This design comes from an exercise in tuning for small area, a short achievable clock period and few clock cycles per item on the open sky130 flow, not from production work.
The RTL was checked by simulation tests, not by an equivalence proof against the original design.
Power figures rest on the tool's default switching activity, not on a simulated workload.

==> flow/design.v (excerpt) <==
module dc_motor_position_supervisor_core #(
  parameter int MOTORS = 4,
  parameter int MAX_MM = 600
) (
  input  logic                                clk,
  input  logic                                rst_n,
  input  logic [dcmps_pkg::IN_DATA_W-1:0]     in_tdata,
  input  logic [1:0]                          in_tuser,
  input  logic                                in_tvalid,
  output logic                                in_tready,
  output logic [dcmps_pkg::OUT_DATA_W-1:0]    out_tdata,
  output logic                                out_tvalid,
  input  logic                                out_tready,
  input  logic                                cfg_valid,
  output logic                                cfg_ready,
  input  logic [dcmps_pkg::CFG_IDX_W-1:0]     cfg_index,
  input  logic [15:0]                         cfg_data
);
  function automatic logic [63:0] csa(input logic [31:0] a, input logic [31:0] b,
                                      input logic [31:0] c);
  ...
Size in the first run: about 8,000 cells after synthesis, roughly 980 flip-flops, about 170 I/O pins, about 68,000 um2 of cells after synthesis.
export LEC_CHECK = 0
export ABC_AREA = 1
export CAP_MARGIN = 20
export CORE_MARGIN = 2
export CORE_UTILIZATION = 65
export SLEW_MARGIN = 20
create_clock -name core_clock -period 22.0 [get_ports {clk}]
standard.sh (not shown) runs the stock make flow with config.mk's settings and CLKGATE_MAP_FILE= SYNTH_SCRIPT=/design/flow/synth_recipe.tcl, a recipe that flattens the netlist after the stock synthesis.
==> flow/flow/run.sh <==
#!/bin/bash
# Standard layout, with the resizer's setup repair aimed well below the clock period so that it
# sizes and buffers the record-update loop, and a clock tree without dummy balancing loads.
# The clock period and constraints are unchanged.
set -euo pipefail
bash standard.sh synth > synth.log 2>&1
bash standard.sh SETUP_SLACK_MARGIN=15 \
  "CTS_ARGS=-sink_clustering_enable -repair_clock_nets -dont_use_dummy_load" \
  finish > layout.log 2>&1
Testbench counts at the start, summed over its fixed seeds: cycles 80,016, items 80,000.
Edit:
--- a/flow/design.v
+++ b/flow/design.v
@@ -94,23 +94,15 @@
   logic [1:0]  i_cmd, i_mot;
   logic [MOTORS-1:0] i_sel;
   logic [31:0] i_now, i_y;
   logic        advance;
   logic [1:0]  q_cnt;
   logic [MOTORS-1:0] rec_ok, rec_ok_nxt;
   logic        in_wide;
-  logic [9:0]  in_mmc;
-  logic [15:0] in_mm;
   assign in_wide = enc_wide_r[in_tdata[1:0]];
-  assign in_mm   = in_tdata[17:2];
-  always_comb begin
-    if (in_mm[15])                in_mmc = 10'd0;
-    else if (in_mm > 16'(MAX_MM)) in_mmc = 10'(MAX_MM);
-    else                          in_mmc = in_mm[9:0];
-  end
   assign advance   = i_valid && !q_cnt[1];
   assign in_tready = !i_valid || advance;
   always_comb begin
     rec_ok_nxt = rec_ok;
     if (advance) rec_ok_nxt[i_mot] = 1'b1;
   end
   always_ff @(posedge clk) begin
@@ -127,15 +119,15 @@
       i_cmd <= in_tuser;
       i_mot <= in_tdata[1:0];
       for (int i = 0; i < MOTORS; i++) i_sel[i] <= (in_tdata[1:0] == 2'(i)) && rec_ok_nxt[i];
       i_now <= in_tdata[65:34];
       if (in_tuser == dcmps_pkg::CMD_TICK)
         i_y <= in_wide ? in_tdata[97:66] : {{16{in_tdata[81]}}, in_tdata[81:66]};
       else
-        i_y <= {6'd0, in_tdata[33:18], in_mmc};
+        i_y <= in_tdata[33:2];
     end
   end
   logic [31:0] pos_r   [MOTORS];
   logic [31:0] last_r  [MOTORS];
   logic [17:0] tgt_r   [MOTORS];
   logic [2:0]  mode_r  [MOTORS];
   logic [31:0] start_r [MOTORS];
@@ -218,26 +210,32 @@
   assign mv_prog    = !in_band(p_hz, p_ho, prog0[15:0], 16'd9);
   assign home_moved = !in_band(p_hz, p_ho, prog0[15:0], 16'd3);
   assign fwd_move   = polarity_r[0] ? err_neg : (!err_neg && !err_zero);
   logic [31:0] since, el_t, sched;
   logic        busy, pending, run_tmo, in_grace, stall_exc, settle_exc, stalled, home_done;
   assign since      = now - start;
   assign el_t       = now - reft;
-  assign sched      = now + {16'd0, i_y[25:10]};
+  assign sched      = now + {16'd0, i_y[31:16]};
   assign busy       = (mode == dcmps_pkg::MODE_MOVING) || (mode == dcmps_pkg::MODE_HOMING);
   assign pending    = busy && since[31];
   assign run_tmo    = since > dcmps_pkg::RUN_TIMEOUT_MS;
   assign in_grace   = (since[31:16] == 16'd0) && (since[15:0] <= home_grace_r);
   assign stall_exc  = (el_t[31:16] != 16'd0) || (el_t[15:0] > stall_win_r);
   assign settle_exc = (el_t[31:16] != 16'd0) || (el_t[15:0] > home_settle_r);
   assign stalled    = !mv_prog && stall_exc;
   assign home_done  = !in_grace && !home_moved && settle_exc;
+  logic [9:0]  mm_clamp;
   logic [25:0] mm_prod;
   logic [17:0] tgt_move;
-  assign mm_prod  = 26'(i_y[9:0]) * 26'(cal_r);
+  always_comb begin
+    if (i_y[15])                   mm_clamp = 10'd0;
+    else if (i_y[15:0] > 16'(MAX_MM)) mm_clamp = 10'(MAX_MM);
+    else                           mm_clamp = i_y[9:0];
+  end
+  assign mm_prod  = 26'(mm_clamp) * 26'(cal_r);
   assign tgt_move = mm_prod[25:8];
   logic [31:0] pos_nxt, last_nxt, start_nxt, refc_nxt, reft_nxt;
   logic [17:0] tgt_nxt;
   logic [2:0]  mode_nxt;
   logic        drive_fwd, drive_rev;
   always_comb begin
     pos_nxt   = pos;
Effect: Setup slack improves by 140 ps. Worst hold slack is about the same. Total power drops by 6.5%. Final area hardly moves. Synthesized area drops by about 1%. Wire length drops by 3.0%. Clock power barely changes.
Testbench counts after the change, summed over its fixed seeds: cycles 80,016, items 80,000.

## port drivers added, routing unchanged
In the flow no input, the clock included, has a driving cell. The finished layouts below were timed again as built, in two steps.
Step 1: set_driving_cell puts a clkbuf_16 on clk and a buf_2 on each other input, an assumption about the parent block.
Step 2, shift: input delay + t, output delay - t, t = (earliest + latest rising clock arrival at the registers) / 2. This alone moves slack from input paths to output paths.
Three values: ideal, step 1, step 2; two values: the first two.
| run | t, ns | setup WS [ns] | worst hold slack (ns) | worst slew at a driven data input, ns | cell pins on the clock port's net |
|---|---|---|---|---|---|
| the first run | 0.766 | 14.888 / 14.888 / 14.458 | 0.460 / 0.460 / 0.460 | 0.09 | 1 |
| the second run | 0.767 | 15.026 / 15.026 / 14.887 | 0.460 / 0.460 / 0.460 | 0.06 | 1 |
After both steps every run listed still meets setup and hold. For the first run, which loses most, drivers alone change the setup slack by 0.000 ns; drivers and shift together by -0.430 ns.
